Source: an optimization exercise on an open RTL-to-GDS flow (aim: small area, a short achievable clock period and few clock cycles per item). Production flows keep margins and buffers that such runs may drop. The RTL was checked by simulation tests, not by an equivalence proof against the original design. No activity file was given, so power comes from the tool's default toggle rates.

`constraint.sdc`:
```
create_clock -name core_clock -period 4.0 [get_ports {s_axi_aclk}]
set_input_delay 0.8000 -clock core_clock [delete_from_list [all_inputs] [get_ports {s_axi_aclk}]]
set_output_delay 0.8000 -clock core_clock [all_outputs]
set_load 0.01 [all_outputs]
```
`flow/run.sh`:
```
#!/bin/bash
# Own layout flow: the standard flow (standard.sh, unchanged synthesis, floorplan,
# power grid and tap cells), with plain buffers for the port buffers instead of the
# delay cells buffer_ports picks on its own.
set -euo pipefail
export BUFFER_PORTS_ARGS="-buffer_cell sky130_fd_sc_hd__buf_2"
bash standard.sh finish > flow_standard.log 2>&1
```
`standard.sh`:
```
#!/bin/bash
# synth_recipe.tcl (not shown) runs the flow's synth.tcl, then flattens the netlist and writes it again
# the make line also repeats each setting of config.mk as NAME=value (left out here)
make -C /OpenROAD-flow-scripts/flow DESIGN_CONFIG=/design/flow/config.mk WORK_HOME=/design/flow/orfs CLKGATE_MAP_FILE= SYNTH_SCRIPT=/design/flow/synth_recipe.tcl "${@:-finish}"
```
`design.v`:
```
package axi_lite_pkg;
    localparam int DATA_W = 32;
    localparam int STRB_W = 4;
    localparam logic [1:0] RESP_OKAY   = 2'b00;
    localparam logic [1:0] RESP_SLVERR = 2'b10;
endpackage
module axi_lite_regfile #(
    parameter int DEPTH = 32
) (
    input  logic              i_clk,
    input  logic [axi_lite_pkg::STRB_W-1:0] i_wen,       
    input  logic [3:0]        i_wsel_lo,                 
    input  logic [DEPTH/4-1:0] i_wsel_hi,                
    input  logic [axi_lite_pkg::DATA_W-1:0] i_wdata,
    input  logic [DEPTH-1:0]  i_rsel,                    
    output logic [axi_lite_pkg::DATA_W-1:0] o_rdata    
);
    logic [axi_lite_pkg::DATA_W-1:0] r_mem [DEPTH];
    logic [axi_lite_pkg::DATA_W-1:0] w_rd;
    always_ff @(posedge i_clk) begin
        for (int k = 0; k < DEPTH; k++) begin
            for (int n = 0; n < axi_lite_pkg::STRB_W; n++) begin
                if (i_wen[n] && i_wsel_lo[k % 4] && i_wsel_hi[k / 4]) begin
                    r_mem[k][8*n +: 8] <= i_wdata[8*n +: 8];
                end
            end
        end
    end
    for (genvar b = 0; b < axi_lite_pkg::DATA_W; b++) begin : g_rd
        logic [DEPTH/8-1:0] w_oct;         
        logic [1:0]         w_half_n;
        for (genvar g = 0; g < DEPTH/8; g++) begin : g_oct
            logic [7:0] w_d;
            for (genvar j = 0; j < 8; j++) begin : g_d
                assign w_d[j] = r_mem[8*g+j][b];
            end
            axi_lite_rd_oct u_oct (.i_s(i_rsel[8*g +: 8]), .i_d(w_d), .o_y(w_oct[g]));
        end
        for (genvar h = 0; h < 2; h++) begin : g_half
            axi_lite_rd_nor2 u_half (.i_a(w_oct[2*h +: 2]), .o_y(w_half_n[h]));
        end
        axi_lite_rd_nand2 u_bit (.i_a(w_half_n), .o_y(w_rd[b]));
    end
    assign o_rdata = w_rd;
endmodule
module axi_lite_rd_oct (
    input  logic [7:0] i_s,
    input  logic [7:0] i_d,
    output logic       o_y
);
    logic [3:0] w_pair_n;
    for (genvar p = 0; p < 4; p++) begin : g_pair
        assign w_pair_n[p] = ~((i_s[2*p] & i_d[2*p]) | (i_s[2*p+1] & i_d[2*p+1]));
    end
    assign o_y = ~&w_pair_n;
endmodule
module axi_lite_rd_nor2 (
    input  logic [1:0] i_a,
    output logic       o_y
);
    assign o_y = ~|i_a;
endmodule
module axi_lite_rd_nand2 (
    input  logic [1:0] i_a,
    output logic       o_y
);
    assign o_y = ~&i_a;
endmodule
module axi_lite_slave_mem #(
    parameter int ADDR_WIDTH = 32,
    parameter int DATA_WIDTH = 32,
    parameter int DEPTH      = 32
) (
    input  logic                  s_axi_aclk,
    input  logic                  s_axi_areset,
    input  logic [ADDR_WIDTH-1:0] s_axi_awaddr,
    input  logic [2:0]            s_axi_awprot,
    input  logic                  s_axi_awvalid,
    output logic                  s_axi_awready,
    input  logic [DATA_WIDTH-1:0] s_axi_wdata,
    input  logic [3:0]            s_axi_wstrb,
    input  logic                  s_axi_wvalid,
    output logic                  s_axi_wready,
    output logic [1:0]            s_axi_bresp,
    output logic                  s_axi_bvalid,
    input  logic                  s_axi_bready,
    input  logic [ADDR_WIDTH-1:0] s_axi_araddr,
    input  logic [2:0]            s_axi_arprot,
    input  logic                  s_axi_arvalid,
    output logic                  s_axi_arready,
    output logic [DATA_WIDTH-1:0] s_axi_rdata,
    output logic [1:0]            s_axi_rresp,
    output logic                  s_axi_rvalid,
    input  logic                  s_axi_rready
);
    localparam int IDX_W = (DEPTH > 1) ? $clog2(DEPTH) : 1;
    localparam int HI_N  = DEPTH / 4;
    localparam logic [ADDR_WIDTH-3:0] DEPTH_W = (ADDR_WIDTH-2)'(DEPTH);
    logic w_unused;
    assign w_unused = ^{s_axi_awprot, s_axi_arprot, s_axi_awaddr[1:0], s_axi_araddr[1:0]};
    logic                              r_awready, r_wready, r_arready, r_bvalid, r_rvalid;
    logic                              r_awready_n, r_wready_n, r_arready_n, r_bvalid_n, r_rvalid_n;
    logic                              w_awready, w_wready, w_arready, w_bvalid, w_rvalid;
    logic                              r_aw_v, r_aw_ok;
    logic [3:0]                        r_aw_lo;       
    logic [HI_N-1:0]                   r_aw_hi;       
    logic                              r_w_v;
    logic [axi_lite_pkg::DATA_W-1:0]   r_w_data;      
    logic [axi_lite_pkg::STRB_W-1:0]   r_w_strb;
    logic [axi_lite_pkg::STRB_W-1:0]   r_wen;         
    logic                              r_berr, r_bsk_v, r_bsk_err;
    logic                              r_ar0_old, r_ar1_old;  
    logic                              r_ar0_v, r_ar0_ok, r_ar1_v, r_ar1_ok;
    logic [DEPTH-1:0]                  r_ar0_sel;     
    logic [IDX_W-1:0]                  r_ar1_idx;
    logic                              r_rerr;
    logic [axi_lite_pkg::DATA_W-1:0]   r_rdata;
    logic [axi_lite_pkg::DATA_W-1:0]   w_rf_rdata;
    assign w_awready = ~r_awready_n;
    assign w_wready  = ~r_wready_n;
    assign w_arready = ~r_arready_n;
    assign w_bvalid  = ~r_bvalid_n;
    assign w_rvalid  = ~r_rvalid_n;
    logic w_aw_hs, w_ar_hs, w_commit, w_issue;
    assign w_aw_hs  = s_axi_awvalid & w_awready;
    assign w_ar_hs  = s_axi_arvalid & w_arready;
    assign w_commit = r_aw_v & r_w_v & ~r_bsk_v & ~r_ar0_old;
    assign w_issue  = r_ar0_v & (~w_rvalid | s_axi_rready);
    logic w_aw_in_ok, w_ar_in_ok;
    assign w_aw_in_ok = (s_axi_awaddr[ADDR_WIDTH-1:2] < DEPTH_W);
    assign w_ar_in_ok = (s_axi_araddr[ADDR_WIDTH-1:2] < DEPTH_W);
    logic w_aw_v_nxt, w_w_v_nxt, w_bsk_v_nxt, w_pair_old, w_pair_new, w_commit_nxt;
    logic w_ar0_v_nxt, w_ar1_v_nxt, w_ar_shift, w_ar0_old_nxt, w_ar1_old_nxt;
    logic [axi_lite_pkg::STRB_W-1:0] w_w_strb_nxt;
    assign w_aw_v_nxt = w_awready ? s_axi_awvalid : (r_aw_v & ~w_commit);
    assign w_w_v_nxt  = w_wready  ? s_axi_wvalid  : (r_w_v  & ~w_commit);
    assign w_bsk_v_nxt = r_bsk_v ? ~(w_bvalid & s_axi_bready) : (w_commit & w_bvalid & ~s_axi_bready);
    assign w_ar_shift = ~r_ar0_v | w_issue;
    assign w_pair_old = r_aw_v & r_w_v & ~w_commit;
    assign w_pair_new = w_aw_v_nxt & w_w_v_nxt & ~w_pair_old;
    always_comb begin
        if (w_pair_new) begin
            w_ar0_old_nxt = w_ar_shift ? r_ar1_v : 1'b1;
            w_ar1_old_nxt = w_ar_shift ? 1'b0 : r_ar1_v;
        end else if (w_pair_old) begin
            w_ar0_old_nxt = w_ar_shift ? r_ar1_old : r_ar0_old;
            w_ar1_old_nxt = w_ar_shift ? 1'b0 : r_ar1_old;
        end else begin
            w_ar0_old_nxt = 1'b0;
            w_ar1_old_nxt = 1'b0;
        end
    end
    assign w_commit_nxt = w_aw_v_nxt & w_w_v_nxt & ~w_bsk_v_nxt & ~w_ar0_old_nxt;
    assign w_w_strb_nxt = w_wready ? s_axi_wstrb : r_w_strb;
    assign w_ar0_v_nxt = w_ar_shift ? (r_ar1_v | w_ar_hs) : 1'b1;
    assign w_ar1_v_nxt = w_ar_shift ? (r_ar1_v & w_ar_hs) : (r_ar1_v | w_ar_hs);
    logic w_berr_new, w_berr_sk;
    assign w_berr_new = w_commit & (~w_bvalid | s_axi_bready);
    assign w_berr_sk  = r_bsk_v & s_axi_bready;
    always_ff @(posedge s_axi_aclk) begin
        if (w_awready) begin
            r_aw_ok <= w_aw_in_ok;
        end
        if (w_wready) begin
            r_w_strb <= s_axi_wstrb;
        end
        r_berr <= (w_berr_new & ~r_aw_ok) | (w_berr_sk & r_bsk_err) | (~w_berr_new & ~w_berr_sk & r_berr);
        if (w_commit) begin
            r_bsk_err <= ~r_aw_ok;
        end
    end
    always_ff @(posedge s_axi_aclk) begin
        if (s_axi_areset) begin
            r_aw_v    <= 1'b0;
            r_w_v     <= 1'b0;
            r_w_data  <= '0;
            r_aw_lo   <= '1;
            r_aw_hi   <= '1;
            r_awready   <= 1'b1;
            r_awready_n <= 1'b0;
            r_wready    <= 1'b1;
            r_wready_n  <= 1'b0;
            r_wen     <= '1;
            r_bvalid    <= 1'b0;
            r_bvalid_n  <= 1'b1;
            r_bsk_v   <= 1'b0;
            r_ar0_old <= 1'b0;
            r_ar1_old <= 1'b0;
        end else begin
            r_aw_v    <= w_aw_v_nxt;
            r_w_v     <= w_w_v_nxt;
            if (w_wready) begin
                r_w_data <= s_axi_wdata;
            end
            if (w_awready) begin
                for (int i = 0; i < 4; i++) begin
                    r_aw_lo[i] <= s_axi_awaddr[3:2] == 2'(i);
                end
                for (int i = 0; i < HI_N; i++) begin
                    r_aw_hi[i] <= w_aw_in_ok && s_axi_awaddr[IDX_W+1:4] == (IDX_W-2)'(i);
                end
            end
            r_awready   <= ~w_aw_v_nxt | (w_w_v_nxt & ~w_bsk_v_nxt & ~w_ar0_old_nxt);
            r_awready_n <= ~(~w_aw_v_nxt | (w_w_v_nxt & ~w_bsk_v_nxt & ~w_ar0_old_nxt));
            r_wready    <= ~w_w_v_nxt  | (w_aw_v_nxt & ~w_bsk_v_nxt & ~w_ar0_old_nxt);
            r_wready_n  <= ~(~w_w_v_nxt  | (w_aw_v_nxt & ~w_bsk_v_nxt & ~w_ar0_old_nxt));
            r_wen     <= w_w_strb_nxt & {axi_lite_pkg::STRB_W{w_commit_nxt}};
            r_bvalid    <= r_bsk_v | w_commit | (w_bvalid & ~s_axi_bready);
            r_bvalid_n  <= ~(r_bsk_v | w_commit | (w_bvalid & ~s_axi_bready));
            r_bsk_v   <= w_bsk_v_nxt;
            r_ar0_old <= w_ar0_old_nxt;
            r_ar1_old <= w_ar1_old_nxt;
        end
    end
    logic [DEPTH-1:0] w_ar_in_sel, w_ar1_sel;
    always_comb begin
        for (int k = 0; k < DEPTH; k++) begin
            w_ar_in_sel[k] = s_axi_araddr[IDX_W+1:2] == IDX_W'(k);
            w_ar1_sel[k]   = r_ar1_idx == IDX_W'(k);
        end
    end
    logic             w_ld_ar1, w_ld_in, w_rd_ld, w_rerr_ld;
    logic [DEPTH-1:0] w_ar0_sel_nxt;
    assign w_ld_ar1      = w_ar_shift & r_ar1_v;
    assign w_ld_in       = w_ar_shift & ~r_ar1_v;
    assign w_ar0_sel_nxt = ({DEPTH{w_ld_ar1}} & w_ar1_sel) | ({DEPTH{w_ld_in}} & w_ar_in_sel)
                         | ({DEPTH{~w_ar_shift}} & r_ar0_sel);
    assign w_rd_ld       = ~w_rvalid | s_axi_rready;
    assign w_rerr_ld     = w_issue;
    always_ff @(posedge s_axi_aclk) begin
        r_ar0_sel <= w_ar0_sel_nxt;
        if (w_ar_shift) begin
            if (r_ar1_v) begin
                r_ar0_ok  <= r_ar1_ok;
            end else begin
                r_ar0_ok  <= w_ar_in_ok;
            end
        end
        if (w_ar_hs) begin
            r_ar1_ok  <= w_ar_in_ok;
            r_ar1_idx <= s_axi_araddr[IDX_W+1:2];
        end
    end
    always_ff @(posedge s_axi_aclk) begin
        if (s_axi_areset || (w_rd_ld && !r_ar0_ok)) begin
            r_rdata <= '0;
        end else if (w_rd_ld) begin
            r_rdata <= w_rf_rdata;
        end
        if (s_axi_areset) begin
            r_rerr  <= 1'b0;
        end else begin
            if (w_rerr_ld) begin
                r_rerr <= ~r_ar0_ok;
            end
        end
    end
    always_ff @(posedge s_axi_aclk) begin
        if (s_axi_areset) begin
            r_ar0_v   <= 1'b0;
            r_ar1_v   <= 1'b0;
            r_arready   <= 1'b1;
            r_arready_n <= 1'b0;
            r_rvalid    <= 1'b0;
            r_rvalid_n  <= 1'b1;
        end else begin
            r_ar0_v   <= w_ar0_v_nxt;
            r_ar1_v   <= w_ar1_v_nxt;
            r_arready   <= ~(w_ar0_v_nxt & w_ar1_v_nxt);
            r_arready_n <= w_ar0_v_nxt & w_ar1_v_nxt;
            r_rvalid    <= w_issue | (w_rvalid & ~s_axi_rready);
            r_rvalid_n  <= ~(w_issue | (w_rvalid & ~s_axi_rready));
        end
    end
    axi_lite_regfile #(
        .DEPTH (DEPTH)
    ) u_regfile (
        .i_clk     (s_axi_aclk),
        .i_wen     (r_wen),
        .i_wsel_lo (r_aw_lo),
        .i_wsel_hi (r_aw_hi),
        .i_wdata   (r_w_data),
        .i_rsel    (r_ar0_sel),
        .o_rdata   (w_rf_rdata)
    );
    assign s_axi_awready = r_awready;
    assign s_axi_wready  = r_wready;
    assign s_axi_bvalid  = r_bvalid;
    assign s_axi_bresp   = r_berr ? axi_lite_pkg::RESP_SLVERR : axi_lite_pkg::RESP_OKAY;
    assign s_axi_arready = r_arready;
    assign s_axi_rvalid  = r_rvalid;
    assign s_axi_rresp   = r_rerr ? axi_lite_pkg::RESP_SLVERR : axi_lite_pkg::RESP_OKAY;
    assign s_axi_rdata   = r_rdata;
endmodule
```
`config.mk`:
```
export PLATFORM = sky130hd
export DESIGN_NAME = axi_lite_slave_mem
export DESIGN_NICKNAME = axi_lite_slave_mem
export VERILOG_FILES = /design/flow/design.v
export SDC_FILE = /design/flow/constraint.sdc
export NUM_CORES = 4
export LEC_CHECK = 0
export CAP_MARGIN = 20
export CORE_MARGIN = 2
export CORE_UTILIZATION = 40
export CTS_CLUSTER_DIAMETER = 80
export CTS_CLUSTER_SIZE = 32
export SETUP_SLACK_MARGIN = 2.1
export SLEW_MARGIN = 20
export SYNTH_HIERARCHICAL = 1
```
==> results.ini, run 1 <==
[run_status]
status=complete, no violations

[layout]
layout_area_growth_over_synthesis_pct=11.2
fin_cells=4120
post_route_cells_drive_above_1_share_pct=15.8
final_layout_net_count=2808
insertedDiodeCount=0

[timing]
grt_setup_unrepaired=yes
finalHoldViolations=0
finalSetupViolCount=0
final.min_clock_period_ns=1.94
max_slew_margin_pct=42.8
worst_pin_slew_ns=0.857
totalNegativeSetupSlack_ns=0
count_of_final_max_slew_check_failures=0
fmax_mhz=515
post-route-period-util_pct=48.5
skew_ns=0.0358

[clock_network]
cts-hold-fix-buffers=0
clock_tree.buffer_depth=3
cts.sinks=1168
cts.htree.levels=2
cts_tree=done
tritoncts.num_buffers=47
cts_clock_pin_slew_for_the_worst_setup_and_hold_paths_ns=0.11
clock_tree.root_cell=clkbuf_16
worstSkewPairLatency_ns=0.65

[power]
internal_cell_power_w=0.0169
net-switching-power_w=0.00498
ir_drop_worst_case_vdd_mv=0.322
power-per-cell-area_nw_per_um2=466
total_leakage_power_nw=15.6
comb_power_share_pct=5.3
clockPowerShare_pct=28.4
sw_share_pct=22.8
power.share.sequential_pct=66.3

[global_routing]
grt_usage_pct=19.9
grt_pass1_vias=23900
global_route_wire_length_before_repair_um=159000
grt_start_max_net_pins=60
overflow=0
number_of_antenna_violations_at_the_first_check_in_global_routing=10

[placement]
placed_instances=4021
io_buffer_count=141
place.gp.congestion=0.845
dp.final_hpwl_um=70000

[detailed_routing]
drt_wl_total_um=110000
met2WireLength_um=51400
dr.pass1.iters=6
avgViaCountPerCell=5.89
drt_iter0_drc=2996
antenna_left=0
post_dr_wirelength_cell_um=26.7
drt-met1-wl_um=47100
via_count=24300
remaining_drc_errors=0
wl_met3_um=9400
top_layer_in_use=met5

[synth]
async_sr_flop_fraction_pct=0
ys_ff_latch=1168
synth_edf_count=1033
synth_seq_area_share_pct=79.8
postSynthCellCount=2499
netlist.top_cell.by_area=edfxtp_1
synth-warning-count=9
synth_largest_type_area_fraction_pct=73.4
yosys-top-cells-area=edfxtp_1 (73%), a22oi_1 (9.2%), dfxtp_1 (6.4%), nand4_1 (2.0%), and3_1 (1.6%)
synth.cell_area_um2=42200
post-synth-top-count-cell=edfxtp_1
synth.lib_cells_used.distinct=54
postSynthAreaPerCell_um2=16.9
synth_top_cells_by_count=edfxtp_1 (1033), a22oi_1 (515), dfxtp_1 (135), nand4_1 (135), nand2_1 (117)
ys_dominant_reg_cell=edfxtp_1

[worst_setup_path]
path_max_fanout=2
critical_path_required_ns=3.20
timing.critical_path.from_type=flip-flop
sort_of_element_at_the_end_of_the_critical_path=output pin
critPathSlowestCell=dfxtp_4
worst-endpoint-arrival_ns=1.14
critPathTopFamily=flip-flops
crit_path_max_incr_delay_ns=0.38
number_of_buffers_and_inverters_on_the_critical_path=1
timing.critical_path.cells=buf_6
start_to_end_type_of_the_worst_setup_path=flip-flop to output pin

[die]
io_pins=154
placeableCoreArea_um2=105000
floorplan.die.height_um=329
chipWidth_um=329
design.die.area_um2=108000
floorplan.initialDensity_pct=40.2
row_count=119

[worst_hold_path]
worst_hold_path_type=primary input to flip-flop

[flow_run]
max-cap-violations=0

## power groups by stage
stage          clock, W  sequential (W)  combinational [W]
2_1_floorplan         0          0.0146           0.000635
3_3_place_gp          0          0.0147            0.00110
3_5_place_dp          0          0.0148            0.00114
4_1_cts         0.00629          0.0145            0.00116
5_1_grt         0.00668          0.0146            0.00126
6_report        0.00621          0.0145            0.00116
## through the flow
stage	total power, W	area (um^2)	util, %	hold slack, ns	worst slack, ns
CTS	0.0220	46800	44.6	0.342	2.03
floorplan	0.0152	42200	-	0.429	2.14
global placement	0.0158	44800	42.7	0.428	1.50
finish	0.0219	47000	44.7	0.367	2.06
detailed placement	0.0159	44800	42.7	0.438	1.40
global route	0.0225	47000	44.7	0.350	2.02
## final timing paths
path	startpoint	end	slack, ns	depth (start not counted)
worst max-delay path	r_rdata[23]	s_axi_rdata[23]	2.06	1
worst min register to register	r_ar0_sel[11]	r_ar0_sel[11]	0.46	2
worst max register to register	r_ar0_sel[30]	r_rdata[9]	2.11	7
worst min-delay path	s_axi_awaddr[3]	r_aw_lo[0]	0.37	2
## per-layer routing
metal | GRT usage, % | vias up
li1 | - | 10700
met1 | 28.5 | 12400
met2 | 32.0 | 1096
met3 | 3.47 | 116
met4 | 3.86 | 10
met5 | 0 | -
## per-module statistics from Yosys (local to each module, per instance), excerpt
module	flops+latches	cell area, um^2	times used
axi_lite_slave_mem	144	5490	1
axi_lite_rd_nand2	0	3.75	32
axi_lite_rd_nor2	0	3.75	64
axi_lite_rd_oct	0	36.3	128
## kinds of logic (layout without fill, tap and decap cells)
kind of cell | count (synthesis) | count (layout) | synth area share, %
AO/OA/AOI/OAI | 656 | 656 | 11.3
multiplexers | 38 | 38 | 0.900
buffers and inverters | 85 | 314 | 0.966
flip-flops | 1168 | 1168 | 79.8
other | 1 | 2 | 0.00888
AND/OR/NAND/NOR | 551 | 551 | 7.00
## layout by cell type, fill, tap and decap left out, types with 14 or more instances in the layout
cell and instances:
o22ai_1 16, mux2i_1 38, inv_1 15, buf_4 68, clkbuf_16 49, dfxtp_1 41, and3_2 21, and3_1 107
a21oi_1 48, a22oi_1 511, dfxtp_4 14, nand2_1 117, a21o_1 17, dfxtp_2 80, buf_6 45, edfxtp_1 1033
buf_2 103, nor2_1 99, o21ai_0 18, nand4_1 135
## area by class of cell
cell class / count / area [um^2]
multi-input combinational: 1247 / 8210
tap: 1391 / 1740
fill: 9018 / 58000
sequential: 1168 / 33900
clock inverter: 23 / 273
timing repair buffer: 216 / 1530
clock buffer: 60 / 1270
inverter: 15 / 58.8
## state kept, by name, indices dropped and copies added, names as in the netlist, 5 cells and up
name,cells
u_regfile.r_mem,1024
r_rdata,32
r_ar0_sel,32
r_aw_hi,8
r_w_data,32
r_ar1_idx,5
## repair_timing
| action | CTS | global route |
|---|---|---|
| endpoints found under the setup margin | 777 | 257 |
| setup buffers | 12 | 4 |
| resized for setup | 121 | 33 |
Testbench counts, summed over its fixed seeds: cycles 8,024, items 16,000.
==> run 2, diff against run 1 <==
--- a/config.mk
+++ b/config.mk
@@ -10,5 +10,5 @@
 export CORE_UTILIZATION = 40
-export CTS_CLUSTER_DIAMETER = 80
-export CTS_CLUSTER_SIZE = 32
-export SETUP_SLACK_MARGIN = 2.1
+export CTS_CLUSTER_DIAMETER = 100
+export CTS_CLUSTER_SIZE = 28
+export SETUP_SLACK_MARGIN = 2.15
 export SLEW_MARGIN = 20
==> run 2 against run 1 <==
  * Via count shrank 0.37%
  * Non-clock buffer count stayed put
  * Critical path depth unchanged
  * Register-to-register slack gained 0.05 ns
  * Clock skew decreased by 0.011 ns
  * Die area unchanged
  * Critical endpoint unchanged
  * First-iteration DRC count rose by 3.4%
==> results.ini, run 2 <==
[clock_network]
cts_clock_pin_slew_for_the_worst_setup_and_hold_paths_ns=0.10
tritoncts.num_buffers=47
clock_tree.buffer_depth=3
clock_tree.root_cell=clkbuf_16
cts-hold-fix-buffers=0
cts_tree=done
cts.sinks=1168
cts.htree.levels=2
worstSkewPairLatency_ns=0.63

[die]
floorplan.die.height_um=329
placeableCoreArea_um2=105000
floorplan.initialDensity_pct=40.2
design.die.area_um2=108000
row_count=119
chipWidth_um=329
io_pins=154

[worst_hold_path]
launch_instance_of_the_worst_min_delay_path=s_axi_awaddr[2]
worst_hold_path_type=primary input to flip-flop

[timing]
count_of_final_max_slew_check_failures=0
worst_pin_slew_ns=0.794
max_slew_margin_pct=47.1
fmax_mhz=517
post-route-period-util_pct=48.3
grt_setup_unrepaired=yes
final.hold.worst_slack_ns=0.376
final.min_clock_period_ns=1.93
skew_ns=0.0247
finalSetupViolCount=0
finalHoldViolations=0
totalNegativeSetupSlack_ns=0

[worst_setup_path]
timing.critical_path.cells=buf_6
critPathSlowestCell=dfxtp_4
critical_path_required_ns=3.20
path_max_fanout=2
timing.critical_path.from_type=flip-flop
critPathTopFamily=flip-flops
worst-endpoint-arrival_ns=1.13
start_to_end_type_of_the_worst_setup_path=flip-flop to output pin
crit_path_max_incr_delay_ns=0.38
sort_of_element_at_the_end_of_the_critical_path=output pin
worstSetupStartpoint=r_rdata[23]
critical_path.reg2reg.startpoint=r_ar0_sel[6]
number_of_buffers_and_inverters_on_the_critical_path=1

[detailed_routing]
remaining_drc_errors=0
via_count=24200
dr.pass1.iters=5
drt_iter0_drc=3098
post_dr_wirelength_cell_um=26.2
drt_wl_total_um=108000
antenna_left=0
avgViaCountPerCell=5.86

[synth]
synth-warning-count=9
synth_largest_type_area_fraction_pct=73.4
async_sr_flop_fraction_pct=0
netlist.top_cell.by_area=edfxtp_1
synth_seq_area_share_pct=79.8
synth_edf_count=1033
post-synth-top-count-cell=edfxtp_1
synth_top_cells_by_count=edfxtp_1 (1033), a22oi_1 (515), dfxtp_1 (135), nand4_1 (135), nand2_1 (117)
yosys-top-cells-area=edfxtp_1 (73%), a22oi_1 (9.2%), dfxtp_1 (6.4%), nand4_1 (2.0%), and3_1 (1.6%)
ys_ff_latch=1168
synth.cell_area_um2=42200
synth.lib_cells_used.distinct=54
postSynthAreaPerCell_um2=16.9
ys_dominant_reg_cell=edfxtp_1
postSynthCellCount=2499

[global_routing]
grt_pass1_vias=23900
globalRouteMet2Util_pct=32.0
grt_usage_pct=19.6
top_usage_layer=met2
groute.layer.met1.usage_pct=27.6
global_route_wire_length_before_repair_um=157000
overflow=0
grt_start_max_net_pins=60
number_of_antenna_violations_at_the_first_check_in_global_routing=8
gr-usage-met3_pct=3.57

[power]
ir_drop_worst_case_vdd_mv=0.291
power.share.sequential_pct=67.5
internal_cell_power_w=0.0167
net-switching-power_w=0.00473
comb_power_share_pct=5.5
clockPowerShare_pct=27.1
sw_share_pct=22.0
power-per-cell-area_nw_per_um2=458
total_leakage_power_nw=15.5
power.total_w=0.0215

[layout]
registers.top_by_ff_count=u_regfile.r_mem
most-common-layout-cells=edfxtp_1 (1033), a22oi_1 (513), nand4_1 (135), nand2_1 (117), and3_1 (105)
largest_reg_flops=1024
final_layout_net_count=2808
layout_area_growth_over_synthesis_pct=11.0
mostFrequentLayoutCell=edfxtp_1
post_route_cells_drive_above_1_share_pct=15.2

[placement]
place.gp.congestion=0.815
dp.final_hpwl_um=69700
io_buffer_count=141

[flow_run]
max-cap-violations=0

[run_status]
status=complete, no violations

-- run 2: final cells by class --
class / instances / area (um^2)
clock buffers: 86 / 1380
clock inverters: 1 / 8.76
well taps: 1391 / 1740
multi-input cells: 1247 / 8220
fillers: 8975 / 58100
flip-flops and latches: 1168 / 33900
inverters: 15 / 58.8
diodes: 2 / 5.00
repair buffers: 216 / 1580
-- run 2: logic make-up (layout without fill, tap and decap cells) --
| group | count (synthesis) | in the layout | synth area share [%] |
|---|---|---|---|
| DFF | 1168 | 1168 | 79.8 |
| AOI/OAI and AO/OA | 656 | 656 | 11.3 |
| and+or+nand+nor | 551 | 551 | 7.00 |
| buffers and inverters | 85 | 318 | 0.966 |
| muxes | 38 | 38 | 0.900 |
| other | 1 | 4 | 0.00888 |
-- run 2: final timing paths --
path	cells past startpoint	slack (ns)	to
max	1	2.07	s_axi_rdata[23]
max reg2reg	7	2.16	r_rdata[23]
min	2	0.38	r_aw_lo[0]
min reg2reg	2	0.46	r_rdata[4]
-- run 2: per-layer routing --
| metal | vias to the layer above | part of all wire (%) |
|---|---|---|
| met4 | 6 | 1.9 |
| met3 | 127 | 9.1 |
| met1 | 12300 | 42 |
| met2 | 1086 | 47 |
| li1 | 10700 | - |
| met5 | - | 0.035 |
-- run 2: power groups by stage --
stage / Combinational [W] / Clock (W) / Sequential (W)
3_3_place_gp: 0.00111 / 0 / 0.0147
6_report: 0.00117 / 0.00581 / 0.0145
4_1_cts: 0.00117 / 0.00593 / 0.0145
5_1_grt: 0.00127 / 0.00635 / 0.0146
2_1_floorplan: 0.000635 / 0 / 0.0146
3_5_place_dp: 0.00115 / 0 / 0.0148
-- run 2: Yosys stat by module (local to each module, per instance), a selection --
module	flip-flops and latches	cells inside	area (um^2)	copies in the design
axi_lite_slave_mem	144	579	5490	1
axi_lite_rd_nor2	0	1	3.75	64
axi_lite_rd_nand2	0	1	3.75	32
axi_lite_rd_oct	0	5	36.3	128
-- run 2: repair_timing --
item,4_1_cts,5_1_grt
setup buffers,5,9
endpoints found under the setup margin,1105,92
resized for setup,137,37
pin swaps,0,2
-- run 2: metrics by stage --
| stage | setup slack [ns] | cell area [um^2] | cells | util [%] |
|---|---|---|---|---|
| 5_1_grt | 2.03 | 46900 | 4125 | 44.7 |
| 2_1_floorplan | 2.15 | 42200 | 2500 | - |
| 3_3_place_gp | 1.43 | 44800 | 4023 | 42.7 |
| 4_1_cts | 2.03 | 46700 | 4115 | 44.4 |
| 6_report | 2.07 | 46900 | 4126 | 44.7 |
| 3_5_place_dp | 1.37 | 44800 | 4023 | 42.7 |
==> run 3, diff against run 2 <==
--- a/config.mk
+++ b/config.mk
@@ -10,5 +10,6 @@
 export CORE_UTILIZATION = 40
+export CTS_BUF_LIST = sky130_fd_sc_hd__clkbuf_8 sky130_fd_sc_hd__clkbuf_16
 export CTS_CLUSTER_DIAMETER = 100
 export CTS_CLUSTER_SIZE = 28
-export SETUP_SLACK_MARGIN = 2.15
+export SETUP_SLACK_MARGIN = 2.1
 export SLEW_MARGIN = 20
==> run 3 against run 2 <==
  * Routed wire length increased by 1.5%
  * Still clean on timing, DRC and antenna
  * Combinational power about the same
  * Clock power decreased by 1%
  * Sequential share of layout area increased by 0.10 points
  * First-iteration DRC count decreased by 4.3%
  * Design area decreased by 0.19%
  * Clock skew increased by 0.0054 ns
  * Die area unchanged
  * Final cell count about the same
==> results.ini, run 3 <==
[clock_network]
clock_tree.buffer_depth=3
cts-hold-fix-buffers=0
worstSkewPairLatency_ns=0.63
cts_tree=done
tritoncts.num_buffers=47
cts.sinks=1168
clock_tree.root_cell=clkbuf_16
cts.htree.levels=2
cts_clock_pin_slew_for_the_worst_setup_and_hold_paths_ns=0.11

[synth]
synth_seq_area_share_pct=79.8
postSynthAreaPerCell_um2=16.9
yosys-top-cells-area=edfxtp_1 (73%), a22oi_1 (9.2%), dfxtp_1 (6.4%), nand4_1 (2.0%), and3_1 (1.6%)
synth_largest_type_area_fraction_pct=73.4
synth_top_family_by_area=compound AO/OA/AOI/OAI gates
synth_top_cells_by_count=edfxtp_1 (1033), a22oi_1 (515), dfxtp_1 (135), nand4_1 (135), nand2_1 (117)
netlist.top_cell.by_area=edfxtp_1
postSynthCellCount=2499
async_sr_flop_fraction_pct=0
synthesized_area_fraction_occupied_by_adder_cells_pct=0
synth_area_in_compound_gates_pct=11.3
ys_ff_latch=1168
ys_dominant_reg_cell=edfxtp_1
synth-warning-count=9
synth_mux_area_share_pct=0.900
synth.lib_cells_used.distinct=54
synth_xor_area_share_pct=0
post-synth-top-count-cell=edfxtp_1
yosys.area_share.simple_pct=7.00
synth_edf_count=1033
synth.cell_area_um2=42200

[timing]
skew_ns=0.0301
worst_pin_slew_ns=0.797
totalNegativeSetupSlack_ns=0
grt_setup_unrepaired=yes
finalSetupViolCount=0
final.hold.worst_slack_ns=0.375
setup_slack_ns=2.07
count_of_final_max_slew_check_failures=0
final.min_clock_period_ns=1.93
post-route-period-util_pct=48.3
fmax_mhz=518
finalHoldViolations=0
max_slew_margin_pct=46.8

[detailed_routing]
dr.pass1.iters=6
remaining_drc_errors=0
avgViaCountPerCell=5.92
via_count=24500
drt_iter0_drc=2966
antenna_left=0
post_dr_wirelength_cell_um=26.6
drt_wl_total_um=110000

[die]
placeableCoreArea_um2=105000
floorplan.initialDensity_pct=40.2
row_count=119
chipWidth_um=329
io_pins=154
design.die.area_um2=108000
floorplan.die.height_um=329

[worst_setup_path]
timing.critical_path.cells=buf_6
crit_path_max_incr_delay_ns=0.38
path_max_fanout=2
number_of_buffers_and_inverters_on_the_critical_path=1
reg2reg_slack_ns=2.14
critPathTopFamily=flip-flops
worst_r2r_path_depth=7
critical_path.reg2reg.startpoint=r_ar0_sel[4]
worst-endpoint-arrival_ns=1.13
critPathSlowestCell=dfxtp_4
sort_of_element_at_the_end_of_the_critical_path=output pin
critical_path.reg2reg.endpoint=r_rdata[5]
critical_path_required_ns=3.20
timing.critical_path.from_type=flip-flop
start_to_end_type_of_the_worst_setup_path=flip-flop to output pin

[global_routing]
grt_pass1_vias=23900
overflow=0
grt_usage_pct=19.9
grt_start_max_net_pins=60
number_of_antenna_violations_at_the_first_check_in_global_routing=7
global_route_wire_length_before_repair_um=159000

[placement]
dp.final_hpwl_um=70000
place.gp.congestion=0.845
io_buffer_count=141
dp_worst_setup_slack_ns=1.40

[worst_hold_path]
worst_hold_path_type=primary input to flip-flop
whs_endpoint=r_aw_lo[0]
worstHoldPathCells=2
launch_instance_of_the_worst_min_delay_path=s_axi_awaddr[3]

[power]
power.total_w=0.0214
ir_drop_worst_case_vdd_mv=0.329
power-per-cell-area_nw_per_um2=457
total_leakage_power_nw=15.7

[layout]
largest_reg_flops=1024
most-common-layout-cells=edfxtp_1 (1033), a22oi_1 (513), nand4_1 (135), nand2_1 (117), and3_1 (107)
post_route_cells_drive_above_1_share_pct=14.9
final_core_utilization_pct=44.6
mostFrequentLayoutCell=edfxtp_1
num-fill-cells=9058
final_layout_net_count=2809
registers.top_by_ff_count=u_regfile.r_mem
layout_area_growth_over_synthesis_pct=10.8

[run_status]
status=complete, no violations

[flow_run]
max-cap-violations=0

[run 3: cell counts after synthesis]
Identical to the previous run, type by type.
[run 3: stage by stage]
stage                     instance area, um^2  std cells
after global routing                    46800       4125
after detailed placement                44800       4021
after CTS                               46600       4120
after floorplan                         42200       2500
final                                   46800       4127
after global placement                  44800       4021
[run 3: layout make-up]
class | instances | area [um^2] | share of cell area (%)
inverters | 15 | 58.8 | 0.126
repair buffers | 217 | 1540 | 3.29
clock buffers | 49 | 1230 | 2.62
clock inverters | 38 | 148 | 0.316
flip-flops and latches | 1168 | 33900 | 72.4
diodes | 2 | 5.00 | 0.0107
multi-input cells | 1247 | 8200 | 17.5
well taps | 1391 | 1740 | 3.72
[run 3: cells by family (layout without fill, tap and decap cells)]
family                 after synthesis  in the layout
flip-flops                        1168           1168
AO/OA/AOI/OAI                      656            656
AND/OR/NAND/NOR                    551            551
buffers and inverters               85            319
multiplexers                        38             38
other                                1              4
[run 3: worst register-to-register path, stage by stage (launching register included)]
cell and delay [ns]:
dfxtp_2 0.51, buf_4 0.28, a22oi_1 0.17, nand4_1 0.20, nor2_1 0.24, nand2_1 0.13, nand2_1 0.09, a21oi_1 0.07
[run 3: power breakdown]
| group | internal (W) | switching (W) |
|---|---|---|
| Clock | 0.00225 | 0.00347 |
| Sequential | 0.0141 | 0.000449 |
| Combinational | 0.000322 | 0.000836 |
| Total | 0.0166 | 0.00476 |
[run 3: how the worst max path moves through the flow]
stage,from,to,slack (ns),cells past startpoint
after floorplan,s_axi_rready,r_wready_n,2.14,5
after global placement,s_axi_rready,r_wen[2],1.50,6
after detailed placement,s_axi_rready,r_wen[0],1.40,5
after CTS,r_rdata[23],s_axi_rdata[23],2.02,1
after global routing,r_rdata[23],s_axi_rdata[23],2.03,1
final,r_rerr,s_axi_rresp[1],2.07,1
[run 3: per-module statistics from Yosys, one instance, submodules excluded, excerpt]
module              area [um^2]  flip-flops and latches  times used
axi_lite_slave_mem         5490                     144           1
axi_lite_rd_oct            36.3                       0         128
axi_lite_rd_nand2          3.75                       0          32
axi_lite_rd_nor2           3.75                       0          64
[run 3: repair_timing]
| action | 4_1_cts | 5_1_grt |
|---|---|---|
| endpoints found under the setup margin | 824 | 79 |
| resized for setup | 119 | 31 |
| buffers inserted | 12 | 5 |
[run 3: metal layers]
| layer | track usage, % | vias up | part of all wire (%) |
|---|---|---|---|
| met2 | 32.1 | 1153 | 47 |
| li1 | - | 10700 | - |
| met4 | 4.01 | 8 | 2.0 |
| met3 | 3.46 | 139 | 9.8 |
| met5 | 0 | - | 0.050 |
| met1 | 28.5 | 12500 | 41 |
==> run 4, diff against run 3 <==
--- a/config.mk
+++ b/config.mk
@@ -10,3 +10,2 @@
 export CORE_UTILIZATION = 40
-export CTS_BUF_LIST = sky130_fd_sc_hd__clkbuf_8 sky130_fd_sc_hd__clkbuf_16
 export CTS_CLUSTER_DIAMETER = 100
==> run 4 against run 3 <==
  * Die area unchanged
  * Area after synthesis unchanged
  * Fmax about the same
  * Critical path depth stayed put
  * Sequential power about the same
  * Global-route usage barely moved
  * Design area is essentially flat
  * Worst setup slack better by 0.0015 ns
  * Utilization hardly changed
  * Synthesized cell count is the same
  * Sequential share of layout area hardly changed
  * Final cell count is essentially flat
==> results.ini, run 4 <==
[clock_network]
cts.sinks=1168
cts.htree.levels=2
clock_tree.buffer_depth=3
worstSkewPairLatency_ns=0.63
cts_tree=done
clock_tree.root_cell=clkbuf_16
cts-hold-fix-buffers=0
cts_clock_pin_slew_for_the_worst_setup_and_hold_paths_ns=0.10
tritoncts.num_buffers=47

[detailed_routing]
dr.pass1.iters=6
via_count=24400
met2WireLength_um=51400
antenna_left=0
drt_wl_total_um=110000
drt-met1-wl_um=45800
wl_met3_um=10600
remaining_drc_errors=0
drt_iter0_drc=2846
avgViaCountPerCell=5.91
post_dr_wirelength_cell_um=26.6
top_layer_in_use=met5

[timing]
worst_pin_slew_ns=0.805
setup_slack_ns=2.07
max_slew_margin_pct=46.3
count_of_final_max_slew_check_failures=0
totalNegativeSetupSlack_ns=0
final.hold.worst_slack_ns=0.377
finalHoldViolations=0
finalSetupViolCount=0
post-route-period-util_pct=48.2
skew_ns=0.0232
final.min_clock_period_ns=1.93
fmax_mhz=518
grt_setup_unrepaired=yes

[layout]
num-fill-cells=9057
final_layout_net_count=2809
layout_area_growth_over_synthesis_pct=10.8
registers.top_by_ff_count=u_regfile.r_mem
most-common-layout-cells=edfxtp_1 (1033), a22oi_1 (513), nand4_1 (135), nand2_1 (117), and3_1 (107)
finish.instance_area_um2=46800
multiInputGateArea_um2=8200
mostFrequentLayoutCell=edfxtp_1
ff_latch_area_um2=33900
largest_reg_flops=1024
post_route_cells_drive_above_1_share_pct=15.0

[run_status]
status=complete, no violations

[synth]
yosys-top-cells-area=edfxtp_1 (73%), a22oi_1 (9.2%), dfxtp_1 (6.4%), nand4_1 (2.0%), and3_1 (1.6%)
synth_top_cells_by_count=edfxtp_1 (1033), a22oi_1 (515), dfxtp_1 (135), nand4_1 (135), nand2_1 (117)
synth.lib_cells_used.distinct=54
ys_dominant_reg_cell=edfxtp_1
post-synth-top-count-cell=edfxtp_1
netlist.top_cell.by_area=edfxtp_1
synth-warning-count=9
postSynthCellCount=2499
synth_seq_area_share_pct=79.8
ys_ff_latch=1168
async_sr_flop_fraction_pct=0
synth_edf_count=1033
synth_largest_type_area_fraction_pct=73.4
synth.cell_area_um2=42200
postSynthAreaPerCell_um2=16.9

[worst_setup_path]
critical_path.endpoint=s_axi_rresp[1]
timing.critical_path.cells=buf_6
number_of_buffers_and_inverters_on_the_critical_path=1
path_max_fanout=2
critical_path_cell_count=1
critical_path.reg2reg.startpoint=r_ar0_sel[17]
reg2reg_slack_ns=2.15
worst_r2r_path_depth=7
crit_path_max_incr_delay_ns=0.37
critical_path_required_ns=3.20
critical_path.reg2reg.endpoint=r_rdata[22]
worstSetupStartpoint=r_rerr
sort_of_element_at_the_end_of_the_critical_path=output pin
critPathSlowestCell=dfxtp_4
worst-endpoint-arrival_ns=1.13
critPathTopFamily=flip-flops
timing.critical_path.from_type=flip-flop
start_to_end_type_of_the_worst_setup_path=flip-flop to output pin

[global_routing]
grt_pass1_vias=23900
grt_usage_pct=19.9
overflow=0
number_of_antenna_violations_at_the_first_check_in_global_routing=7
global_route_wire_length_before_repair_um=159000
grt_start_max_net_pins=60

[power]
power-per-cell-area_nw_per_um2=459
power.total_w=0.0215
total_leakage_power_nw=15.5
ir_drop_worst_case_vdd_mv=0.329

[die]
design.die.area_um2=108000
floorplan.die.height_um=329
floorplan.initialDensity_pct=40.2
row_count=119
chipWidth_um=329
io_pins=154
placeableCoreArea_um2=105000

[placement]
dp.final_hpwl_um=70000
io_buffer_count=141
place.gp.congestion=0.845
dpl-instance-area_um2=44800
dp_worst_setup_slack_ns=1.40

[worst_hold_path]
worst_hold_path_type=primary input to flip-flop

[flow_run]
max-cap-violations=0

-- run 4: cell count changes in the layout (fill, tap and decap cells not counted) --
cell / delta
inv_1: -37
clkbuf_1: +36
diode_2: +2
clkbuf_2: +1
-- run 4: cells by family (layout without fill, tap and decap cells) --
kind of cell / Yosys count / count (layout) / share of synthesized area (%)
AO/OA/AOI/OAI: 656 / 656 / 11.3
other: 1 / 6 / 0.00888
buffers and inverters: 85 / 319 / 0.966
AND/OR/NAND/NOR: 551 / 551 / 7.00
flip-flops: 1168 / 1168 / 79.8
multiplexers: 38 / 38 / 0.900
-- run 4: worst register-to-register path: stages (launching register included) --
cell,delay [ns]
dfxtp_2,0.48
buf_4,0.29
a22oi_1,0.23
nand4_1,0.21
nor2_1,0.27
nand2_1,0.09
nand2_1,0.08
a21oi_1,0.06
-- run 4: repair_timing --
action / 4_1_cts / 5_1_grt
setup buffers: 12 / 5
setup endpoints to repair: 825 / 79
gates resized for setup: 119 / 31
-- run 4: worst min path at each step --
stage	end	cells after the start	from	slack [ns]
finish	r_aw_lo[0]	2	s_axi_awaddr[3]	0.38
global route	r_aw_lo[0]	2	s_axi_awaddr[3]	0.36
CTS	r_aw_lo[0]	2	s_axi_awaddr[3]	0.34
detailed placement	r_ar0_sel[11]	2	r_ar0_sel[11]	0.44
global placement	r_ar0_sel[11]	2	r_ar0_sel[11]	0.43
floorplan	r_w_strb[0]	2	r_w_strb[0]	0.43
-- run 4: per-module statistics from Yosys (local to each module, per instance), excerpt --
module,times used,cells,flip-flops and latches,area [um^2]
axi_lite_slave_mem,1,579,144,5490
axi_lite_rd_nand2,32,1,0,3.75
axi_lite_rd_nor2,64,1,0,3.75
axi_lite_rd_oct,128,5,0,36.3
-- run 4: final cells by class --
type | instances | share of cell area (%)
Clock buffer | 86 | 2.92
Inverter | 15 | 0.126
Antenna cell | 4 | 0.0214
Tap cell | 1391 | 3.72
Clock inverter | 1 | 0.0187
Sequential cell | 1168 | 72.4
Timing Repair Buffer | 217 | 3.29
Multi-Input combinational cell | 1247 | 17.5
-- run 4: metrics by stage --
step	cells	util (%)
detailed placement	4021	42.7
global placement	4021	42.7
finish	4129	44.6
CTS	4120	44.4
global route	4125	44.6
floorplan	2500	-
-- run 4: per-layer routing --
layer,GRT usage (%),up-vias
li1,-,10700
met1,28.5,12500
met2,32.1,1139
met3,3.46,118
met4,4.01,8
met5,0,-
-- run 4: power breakdown --
group	total [W]	internal [W]	switching [W]
logic	0.00116	0.000322	0.000835
registers	0.0145	0.0141	0.000449
clock network	0.00583	0.00235	0.00348
total	0.0215	0.0167	0.00476
==> run 5, diff against run 4 <==
--- a/config.mk
+++ b/config.mk
@@ -9,3 +9,3 @@
 export CORE_MARGIN = 2
-export CORE_UTILIZATION = 40
+export CORE_UTILIZATION = 50
 export CTS_CLUSTER_DIAMETER = 100
==> run 5 against run 4 <==
  * Still clean on timing, DRC and antenna
  * Fmax fell by 0.29%
  * Final cell count fell by 6.2%
  * Clock-buffer cell count did not move
  * Worst setup slack got worse by 0.0056 ns
  * Sequential cell count did not move
  * Critical path type unchanged
  * Largest power group unchanged
==> results.ini, run 5 <==
[clock_network]
cts-hold-fix-buffers=0
clock_tree.buffer_depth=3
tritoncts.num_buffers=47
cts.htree.levels=2
cts_clock_pin_slew_for_the_worst_setup_and_hold_paths_ns=0.11
worstSkewPairLatency_ns=0.63
cts.sinks=1168
cts_tree=done
clock_tree.root_cell=clkbuf_16

[detailed_routing]
remaining_drc_errors=0
drt_wl_total_um=110000
via_count=24400
antenna_left=0
drt_iter0_drc=3163
dr.pass1.iters=7
post_dr_wirelength_cell_um=28.5
avgViaCountPerCell=6.29

[timing]
finalHoldViolations=0
setup_slack_ns=2.06
max_slew_margin_pct=40.6
count_of_final_max_slew_check_failures=0
final.min_clock_period_ns=1.94
post-route-period-util_pct=48.4
skew_ns=0.0242
fmax_mhz=517
grt_setup_unrepaired=yes
worst_pin_slew_ns=0.889
finalSetupViolCount=0
totalNegativeSetupSlack_ns=0

[flow_run]
max-cap-violations=0

[worst_setup_path]
sort_of_element_at_the_end_of_the_critical_path=output pin
timing.critical_path.from_type=flip-flop
critical_path_required_ns=3.20
critPathTopFamily=flip-flops
crit_path_max_incr_delay_ns=0.38
start_to_end_type_of_the_worst_setup_path=flip-flop to output pin
number_of_buffers_and_inverters_on_the_critical_path=1
critPathSlowestCell=dfxtp_4
path_max_fanout=2
timing.critical_path.cells=buf_6
worst-endpoint-arrival_ns=1.14

[layout]
mostFrequentLayoutCell=edfxtp_1
layout_area_growth_over_synthesis_pct=9.91
largest_reg_flops=1024
finish.instance_area_um2=46400
final_core_utilization_pct=55.5
most-common-layout-cells=edfxtp_1 (1033), a22oi_1 (515), nand4_1 (135), nand2_1 (117)
final_layout_net_count=2812
registers.top_by_ff_count=u_regfile.r_mem
insertedDiodeCount=0
post_route_cells_drive_above_1_share_pct=14.2

[die]
design.die.area_um2=86800
row_count=106
floorplan.initialDensity_pct=50.5
chipWidth_um=295
floorplan.die.height_um=295
io_pins=154
placeableCoreArea_um2=83700

[synth]
synth_largest_type_area_fraction_pct=73.4
yosys-top-cells-area=edfxtp_1 (73%), a22oi_1 (9.2%), dfxtp_1 (6.4%), nand4_1 (2.0%), and3_1 (1.6%)
netlist.top_cell.by_area=edfxtp_1
synth_seq_area_share_pct=79.8
ys_ff_latch=1168
postSynthCellCount=2499
ys_dominant_reg_cell=edfxtp_1
synth_edf_count=1033
synth.cell_area_um2=42200
synth.lib_cells_used.distinct=54
postSynthAreaPerCell_um2=16.9
synth-warning-count=9
post-synth-top-count-cell=edfxtp_1
synth_top_cells_by_count=edfxtp_1 (1033), a22oi_1 (515), dfxtp_1 (135), nand4_1 (135), nand2_1 (117)
async_sr_flop_fraction_pct=0

[global_routing]
overflow=0
global_route_wire_length_before_repair_um=158000
grt_usage_pct=25.3
grt_pass1_vias=23900
grt_start_max_net_pins=56
number_of_antenna_violations_at_the_first_check_in_global_routing=6

[placement]
dpl-instance-area_um2=44500
io_buffer_count=141
place.gp.congestion=0.875
dp.final_hpwl_um=67900
dp_worst_setup_slack_ns=1.21

[power]
power-per-cell-area_nw_per_um2=463
total_leakage_power_nw=15.5
ir_drop_worst_case_vdd_mv=0.320

[worst_hold_path]
worst_hold_path_type=primary input to flip-flop

[run_status]
status=complete, no violations

[run 5: cell counts after synthesis]
No cell type changed its count.
[run 5: layout make-up]
class                      count  area [um^2]
fill                        6497        37300
sequential                  1168        33900
multi-input combinational   1247         8170
timing repair buffer         220         1540
tap                         1134         1420
clock buffer                  86         1380
inverter                      15         56.3
clock inverter                 1         8.76
[run 5: metal layers]
metal / GRT usage [%] / vias up / share of wire, %
met5: 0 / - / 0.035
met4: 6.97 / 6 / 2.7
met3: 5.62 / 141 / 9.2
met2: 40.2 / 1135 / 47
met1: 35.4 / 12400 / 41
li1: - / 10700 / -
[run 5: what timing repair did]
action	in CTS	in global routing
setup buffers	9	3
gates resized for setup	108	17
pin swaps	0	1
setup endpoints to repair	992	66
[run 5: power by group]
part | switching, W | internal [W]
registers | 0.000405 | 0.0141
logic | 0.000878 | 0.000324
clock network | 0.00349 | 0.00236
total | 0.00477 | 0.0167
[run 5: worst paths after layout]
path / startpoint / endpoint / slack, ns / cells after the start
worst min register to register: r_ar0_sel[26] / r_ar0_sel[26] / 0.46 / 1
worst max register to register: r_ar0_sel[15] / r_rdata[25] / 2.13 / 7
worst min-delay path: s_axi_awaddr[2] / r_aw_lo[0] / 0.39 / 2
worst max-delay path: r_rdata[23] / s_axi_rdata[23] / 2.06 / 1
[run 5: cells by family after synthesis]
| family | Yosys count | share of synthesized area (%) |
|---|---|---|
| flops | 1168 | 79.8 |
| other cells | 1 | 0.00888 |
| simple gates | 551 | 7.00 |
| compound gates | 656 | 11.3 |
| mux | 38 | 0.900 |
| buf+inv | 85 | 0.966 |
[run 5: per-module statistics from Yosys (local to each module, per instance), excerpt]
module | times used | cell area (um^2) | flops+latches | cells inside
axi_lite_rd_nand2 | 32 | 3.75 | 0 | 1
axi_lite_rd_oct | 128 | 36.3 | 0 | 5
axi_lite_slave_mem | 1 | 5490 | 144 | 579
axi_lite_rd_nor2 | 64 | 3.75 | 0 | 1
[run 5: per-stage QoR]
stage               std cells  hold WS, ns  total power [W]
floorplan                2500        0.429           0.0152
global placement         3771        0.436           0.0158
detailed placement       3771        0.441           0.0159
CTS                      3867        0.332           0.0216
global route             3871        0.372           0.0222
finish                   3871        0.385           0.0215
==> run 6, diff against run 5 <==
--- a/config.mk
+++ b/config.mk
@@ -9,6 +9,6 @@
 export CORE_MARGIN = 2
-export CORE_UTILIZATION = 50
+export CORE_UTILIZATION = 45
 export CTS_CLUSTER_DIAMETER = 100
 export CTS_CLUSTER_SIZE = 28
-export SETUP_SLACK_MARGIN = 2.1
+export SETUP_SLACK_MARGIN = 2.15
 export SLEW_MARGIN = 20
==> run 6 against run 5 <==
  * Die area rose by 11%
  * Synthesized cell count is the same
  * Combinational power is 4% lower
  * Clock skew is 0.0016 ns lower
  * Sequential share of layout area decreased by 0.23 points
  * Critical endpoint unchanged
  * Largest cell class unchanged
==> results.ini, run 6 <==
[worst_setup_path]
timing.critical_path.cells=buf_6
critPathSlowestCell=dfxtp_4
path_max_fanout=2
critPathTopFamily=flip-flops
number_of_buffers_and_inverters_on_the_critical_path=1
crit_path_max_incr_delay_ns=0.37
sort_of_element_at_the_end_of_the_critical_path=output pin
timing.critical_path.from_type=flip-flop
critical_path_required_ns=3.20
worst-endpoint-arrival_ns=1.12
start_to_end_type_of_the_worst_setup_path=flip-flop to output pin

[die]
placeableCoreArea_um2=93200
io_pins=154
design.die.area_um2=96300
floorplan.initialDensity_pct=45.3
chipWidth_um=310
floorplan.die.height_um=310
row_count=112

[clock_network]
clock_tree.root_cell=clkbuf_16
cts_tree=done
cts-hold-fix-buffers=0
cts.sinks=1168
worstSkewPairLatency_ns=0.63
tritoncts.num_buffers=47
clock_tree.buffer_depth=3
cts_clock_pin_slew_for_the_worst_setup_and_hold_paths_ns=0.10
cts.htree.levels=2

[timing]
final.min_clock_period_ns=1.92
fmax_mhz=520
totalNegativeSetupSlack_ns=0
skew_ns=0.0226
count_of_final_max_slew_check_failures=0
post-route-period-util_pct=48.1
finalSetupViolCount=0
finalHoldViolations=0
grt_setup_unrepaired=yes
max_slew_margin_pct=49.3
worst_pin_slew_ns=0.761

[global_routing]
overflow=0
groute.layer.met1.usage_pct=31.6
gr-usage-met3_pct=4.16
grt_usage_pct=22.2
number_of_antenna_violations_at_the_first_check_in_global_routing=7
grt_pass1_vias=23600
top_usage_layer=met2
global_route_wire_length_before_repair_um=155000
grt_start_max_net_pins=60
globalRouteMet2Util_pct=35.5

[detailed_routing]
via_count=24200
antenna_left=0
avgViaCountPerCell=6.08
drt_iter0_drc=2856
remaining_drc_errors=0
dr.pass1.iters=5
post_dr_wirelength_cell_um=27.3
drt_wl_total_um=109000

[layout]
registers.top_by_ff_count=u_regfile.r_mem
post_route_cells_drive_above_1_share_pct=15.1
ff_latch_area_um2=33900
layout_area_growth_over_synthesis_pct=10.4
mostFrequentLayoutCell=edfxtp_1
final_layout_net_count=2802
largest_reg_flops=1024
num-fill-cells=7621
multiInputGateArea_um2=8220
most-common-layout-cells=edfxtp_1 (1033), a22oi_1 (511), nand4_1 (135), nand2_1 (117), and3_1 (107)

[placement]
place.gp.congestion=0.870
io_buffer_count=141
dp.final_hpwl_um=68300

[synth]
synth-warning-count=9
postSynthAreaPerCell_um2=16.9
synth_seq_area_share_pct=79.8
postSynthCellCount=2499
synth_largest_type_area_fraction_pct=73.4
netlist.top_cell.by_area=edfxtp_1
synth_top_cells_by_count=edfxtp_1 (1033), a22oi_1 (515), dfxtp_1 (135), nand4_1 (135), nand2_1 (117)
ys_dominant_reg_cell=edfxtp_1
ys_ff_latch=1168
post-synth-top-count-cell=edfxtp_1
async_sr_flop_fraction_pct=0
synth_edf_count=1033
yosys-top-cells-area=edfxtp_1 (73%), a22oi_1 (9.2%), dfxtp_1 (6.4%), nand4_1 (2.0%), and3_1 (1.6%)
synth.cell_area_um2=42200
synth.lib_cells_used.distinct=54

[worst_hold_path]
worst_hold_path_type=primary input to flip-flop

[power]
power.total_w=0.0215
ir_drop_worst_case_vdd_mv=0.325
total_leakage_power_nw=15.5
power-per-cell-area_nw_per_um2=462

[flow_run]
max-cap-violations=0

[run_status]
status=complete, no violations

-- run 6: cell types whose count changed in the layout (fill, tap and decap cells not counted), sizes merged --
cell	previous run	this run
inv	15	16
bufinv	0	1
buf	219	210
clkinv	1	0
clkbuf	87	85
diode	0	2
-- run 6: logic make-up (layout without fill, tap and decap cells) --
| group | count (synthesis) | count (layout) | share of synthesized area [%] |
|---|---|---|---|
| AND/OR/NAND/NOR | 551 | 551 | 7.00 |
| multiplexers | 38 | 38 | 0.900 |
| other | 1 | 4 | 0.00888 |
| buffers and inverters | 85 | 312 | 0.966 |
| AO/OA/AOI/OAI | 656 | 656 | 11.3 |
| flip-flops | 1168 | 1168 | 79.8 |
-- run 6: timing repair --
action,4_1_cts,5_1_grt
endpoints found under the hold margin,0,0
setup buffers,10,6
endpoints found under the setup margin,1085,86
pin swaps,0,3
gates resized for setup,129,34
-- run 6: power breakdown --
part / switching, W / total, W / internal [W] / leakage (nW)
sequential: 0.000447 / 0.0145 / 0.0141 / 11.1
clock: 0.00349 / 0.00589 / 0.00241 / 0.665
combinational: 0.000826 / 0.00115 / 0.000321 / 3.78
total: 0.00476 / 0.0215 / 0.0168 / 15.5
-- run 6: routing by layer --
layer | share of wire, % | vias to the layer above
met5 | 0.044 | -
met2 | 46 | 1090
met1 | 42 | 12300
met4 | 2.4 | 8
li1 | - | 10700
met3 | 9.2 | 120
-- run 6: final cells by class --
cell class,count,area share (%)
inverters,15,0.126
repair buffers,210,3.17
clock buffers,85,2.92
multi-input cells,1247,17.6
diodes,2,0.0107
clock inverters,2,0.0778
flip-flops and latches,1168,72.7
well taps,1254,3.36
-- run 6: worst paths after layout --
path                                 startpoint              end  slack [ns]  depth (start not counted)
worst min-delay path            s_axi_awaddr[2]       r_aw_lo[0]        0.38                          2
worst max register to register     r_ar0_sel[8]      r_rdata[27]        2.18                          7
worst max-delay path                r_rdata[23]  s_axi_rdata[23]        2.08                          1
worst min register to register      r_rdata[24]      r_rdata[24]        0.46                          2
-- run 6: stage by stage --
step / cells / area [um^2] / hold slack, ns / utilization (%) / setup WS, ns
after global routing: 3982 / 46600 / 0.354 / 50.0 / 2.03
after CTS: 3975 / 46500 / 0.343 / 49.8 / 2.03
after floorplan: 2500 / 42200 / 0.429 / - / 2.15
after global placement: 3878 / 44600 / 0.445 / 47.9 / 1.55
after detailed placement: 3878 / 44600 / 0.446 / 47.9 / 1.50
final: 3983 / 46600 / 0.383 / 50.0 / 2.08
-- run 6: per-module statistics from Yosys (local to each module, per instance), a selection --
module	times used	cell area [um^2]
axi_lite_rd_nand2	32	3.75
axi_lite_slave_mem	1	5490
axi_lite_rd_nor2	64	3.75
axi_lite_rd_oct	128	36.3
==> run 7, diff against run 6 <==
--- a/config.mk
+++ b/config.mk
@@ -12,3 +12,3 @@
 export CTS_CLUSTER_SIZE = 28
-export SETUP_SLACK_MARGIN = 2.15
+export SETUP_SLACK_MARGIN = 2.1
 export SLEW_MARGIN = 20
==> run 7 against run 6 <==
  * Combinational power is 3% higher
  * Die area stayed put
  * Critical path type unchanged
  * Synthesized cell count stayed put
  * Final cell count is 0.23% higher
  * Global-route usage is 0.22 points higher
  * Area after synthesis stayed put
  * Register-to-register slack worse by 0.02 ns
  * Utilization hardly changed
  * Clock power is 1% lower
  * Clock-buffer cell count stayed put
==> results.ini, run 7 <==
[synth]
post-synth-top-count-cell=edfxtp_1
yosys-top-cells-area=edfxtp_1 (73%), a22oi_1 (9.2%), dfxtp_1 (6.4%), nand4_1 (2.0%), and3_1 (1.6%)
ys_ff_latch=1168
postSynthAreaPerCell_um2=16.9
synth_largest_type_area_fraction_pct=73.4
postSynthCellCount=2499
synth.cell_area_um2=42200
synth-warning-count=9
netlist.top_cell.by_area=edfxtp_1
ys_dominant_reg_cell=edfxtp_1
async_sr_flop_fraction_pct=0
synth_top_cells_by_count=edfxtp_1 (1033), a22oi_1 (515), dfxtp_1 (135), nand4_1 (135), nand2_1 (117)
synth_seq_area_share_pct=79.8
synth.lib_cells_used.distinct=54
synth_edf_count=1033

[global_routing]
grt_usage_pct=22.4
overflow=0
grt_pass1_vias=24200
global_route_wire_length_before_repair_um=157000
number_of_antenna_violations_at_the_first_check_in_global_routing=7
grt_start_max_net_pins=60

[power]
power.total_w=0.0215
total_leakage_power_nw=15.5
power-per-cell-area_nw_per_um2=461
ir_drop_worst_case_vdd_mv=0.287

[detailed_routing]
avgViaCountPerCell=6.11
post_dr_wirelength_cell_um=27.3
dr.pass1.iters=8
remaining_drc_errors=0
drt_iter0_drc=2849
antenna_left=0
via_count=24400
drt_wl_total_um=109000

[worst_setup_path]
start_to_end_type_of_the_worst_setup_path=flip-flop to output pin
worst-endpoint-arrival_ns=1.13
worst_r2r_path_depth=7
crit_path_max_incr_delay_ns=0.37
critical_path.reg2reg.endpoint=r_rdata[9]
path_max_fanout=2
timing.critical_path.from_type=flip-flop
sort_of_element_at_the_end_of_the_critical_path=output pin
critical_path.reg2reg.startpoint=r_ar0_sel[17]
critPathSlowestCell=dfxtp_4
number_of_buffers_and_inverters_on_the_critical_path=1
critPathTopFamily=flip-flops
timing.critical_path.cells=buf_6
critical_path_cell_count=1
critical_path_required_ns=3.20
reg2reg_slack_ns=2.16

[layout]
fin_cells=3992
registers.top_by_ff_count=u_regfile.r_mem
largest_reg_flops=1024
mostFrequentLayoutCell=edfxtp_1
insertedDiodeCount=0
most-common-layout-cells=edfxtp_1 (1033), a22oi_1 (514), nand4_1 (135), nand2_1 (117), and3_1 (107)
final_layout_net_count=2813
post_route_cells_drive_above_1_share_pct=14.6
layout_area_growth_over_synthesis_pct=10.3

[timing]
finalHoldViolations=0
count_of_final_max_slew_check_failures=0
skew_ns=0.0226
worst_pin_slew_ns=0.816
grt_setup_unrepaired=yes
max_slew_margin_pct=45.5
fmax_mhz=519
setup_slack_ns=2.07
final.min_clock_period_ns=1.93
totalNegativeSetupSlack_ns=0
finalSetupViolCount=0
post-route-period-util_pct=48.2

[die]
row_count=112
placeableCoreArea_um2=93200
chipWidth_um=310
design.die.area_um2=96300
floorplan.initialDensity_pct=45.3
floorplan.die.height_um=310
io_pins=154

[clock_network]
cts-hold-fix-buffers=0
cts.htree.levels=2
clock_tree.buffer_depth=3
worstSkewPairLatency_ns=0.64
cts_clock_pin_slew_for_the_worst_setup_and_hold_paths_ns=0.11
cts_tree=done
cts.sinks=1168
tritoncts.num_buffers=47
clock_tree.root_cell=clkbuf_16

[placement]
place.gp.congestion=0.858
dp.final_hpwl_um=69300
dp_worst_setup_slack_ns=1.30
io_buffer_count=141
placed_instances=3892

[run_status]
status=complete, no violations

[worst_hold_path]
worst_hold_path_type=primary input to flip-flop
whs_endpoint=r_aw_lo[0]
worstHoldPathCells=2
launch_instance_of_the_worst_min_delay_path=s_axi_awaddr[2]

[flow_run]
max-cap-violations=0

[run 7: changes by cell type in the layout (fill, tap and decap cells not counted), moves of 3 or more]
cell	previous run	this run
a22oi_1	511	514
a22oi_2	4	1
buf_4	65	75
dfxtp_1	38	51
dfxtp_2	73	64
dfxtp_4	24	20
nor2_1	99	105
nor2_2	11	5
[run 7: through the flow]
stage / instance area [um^2] / util [%] / hold slack, ns
after floorplan: 42200 / - / 0.429
after global placement: 44700 / 48.0 / 0.439
after detailed placement: 44700 / 48.0 / 0.446
after CTS: 46500 / 49.9 / 0.340
after global routing: 46600 / 50.0 / 0.364
final: 46600 / 50.0 / 0.373
[run 7: repair_timing]
action | in CTS | in global routing
endpoints found under the setup margin | 681 | 103
pin swaps | 0 | 3
gates resized for setup | 112 | 26
buffers inserted | 9 | 4
[run 7: how the worst max path moves through the flow]
stage	slack, ns	to	start
after floorplan	2.14	r_wready_n	s_axi_rready
after global placement	1.34	r_wen[2]	s_axi_rready
after detailed placement	1.30	r_wen[0]	s_axi_rready
after CTS	2.04	s_axi_rdata[23]	r_rdata[23]
after global routing	2.04	s_axi_rdata[23]	r_rdata[23]
final	2.07	s_axi_rdata[23]	r_rdata[23]
[run 7: layout make-up]
cell class,instances,area [um^2]
Sequential cell,1168,33900
Multi-Input combinational cell,1247,8170
Inverter,15,56.3
Tap cell,1254,1570
Clock inverter,2,10.0
Fill cell,7663,46600
Clock buffer,85,1370
Timing Repair Buffer,221,1550
[run 7: per-module statistics from Yosys, one instance, submodules excluded, excerpt]
module,flip-flops and latches,copies in the design
axi_lite_slave_mem,144,1
axi_lite_rd_oct,0,128
axi_lite_rd_nand2,0,32
axi_lite_rd_nor2,0,64
[run 7: power by group]
| group | total (W) | switching, W | internal [W] |
|---|---|---|---|
| clock | 0.00583 | 0.00347 | 0.00236 |
| combinational | 0.00119 | 0.000865 | 0.000326 |
| sequential | 0.0145 | 0.000412 | 0.0141 |
[run 7: kinds of logic (layout without fill, tap and decap cells)]
| group | Yosys count | count (layout) | synth area share (%) |
|---|---|---|---|
| AND/OR/NAND/NOR | 551 | 551 | 7.00 |
| flip-flops | 1168 | 1168 | 79.8 |
| AO/OA/AOI/OAI | 656 | 656 | 11.3 |
| buffers and inverters | 85 | 323 | 0.966 |
| other | 1 | 2 | 0.00888 |
| multiplexers | 38 | 38 | 0.900 |
[run 7: layer usage]
| layer | wire, um | vias to the layer above | GRT usage, % |
|---|---|---|---|
| met5 | 60 | - | 0 |
| met4 | 2760 | 10 | 5.91 |
| met3 | 10200 | 156 | 3.79 |
| met2 | 50600 | 1146 | 35.9 |
| met1 | 45200 | 12400 | 31.9 |
| li1 | - | 10700 | - |

==> what the ideal ports hide <==
The results above use ideal ports. As a check the final layouts listed here were re-extracted and re-timed, cells and wires unchanged. Step 1, drivers: a clkbuf_16 drives s_axi_aclk and a buf_2 each remaining input, both assumed. Step 2 also shifts input and output timing later by t, the mid clock arrival at the registers, as if the neighbouring blocks saw the same clock. a / b / c = no drivers / after step 1 / after step 2; a / b = the first two.
run | shift t [ns] | setup WS [ns] | hold WS [ns] | clock arrival spread, ns | worst data-port slew with drivers (ns)
run 1 | 0.702 | 2.058 / 1.992 / 1.507 | 0.367 / 0.341 / 0.456 | 0.039 / 0.039 | 0.15
run 2 | 0.689 | 2.066 / 2.001 / 1.682 | 0.376 / 0.352 / 0.462 | 0.030 / 0.031 | 0.09
run 3 | 0.688 | 2.069 / 2.000 / 1.552 | 0.375 / 0.363 / 0.458 | 0.033 / 0.034 | 0.15
run 4 | 0.691 | 2.071 / 2.003 / 1.564 | 0.377 / 0.364 / 0.457 | 0.026 / 0.026 | 0.15
run 5 | 0.688 | 2.065 / 1.999 / 1.672 | 0.385 / 0.352 / 0.465 | 0.029 / 0.029 | 0.09
run 6 | 0.689 | 2.076 / 2.011 / 1.654 | 0.383 / 0.359 / 0.462 | 0.024 / 0.025 | 0.09
run 7 | 0.692 | 2.074 / 2.012 / 1.715 | 0.373 / 0.353 / 0.465 | 0.027 / 0.027 | 0.09
After both steps every run listed still meets setup and hold. The setup slack of run 1, which loses most, moves by -0.066 ns with the drivers and by -0.551 ns with both steps.
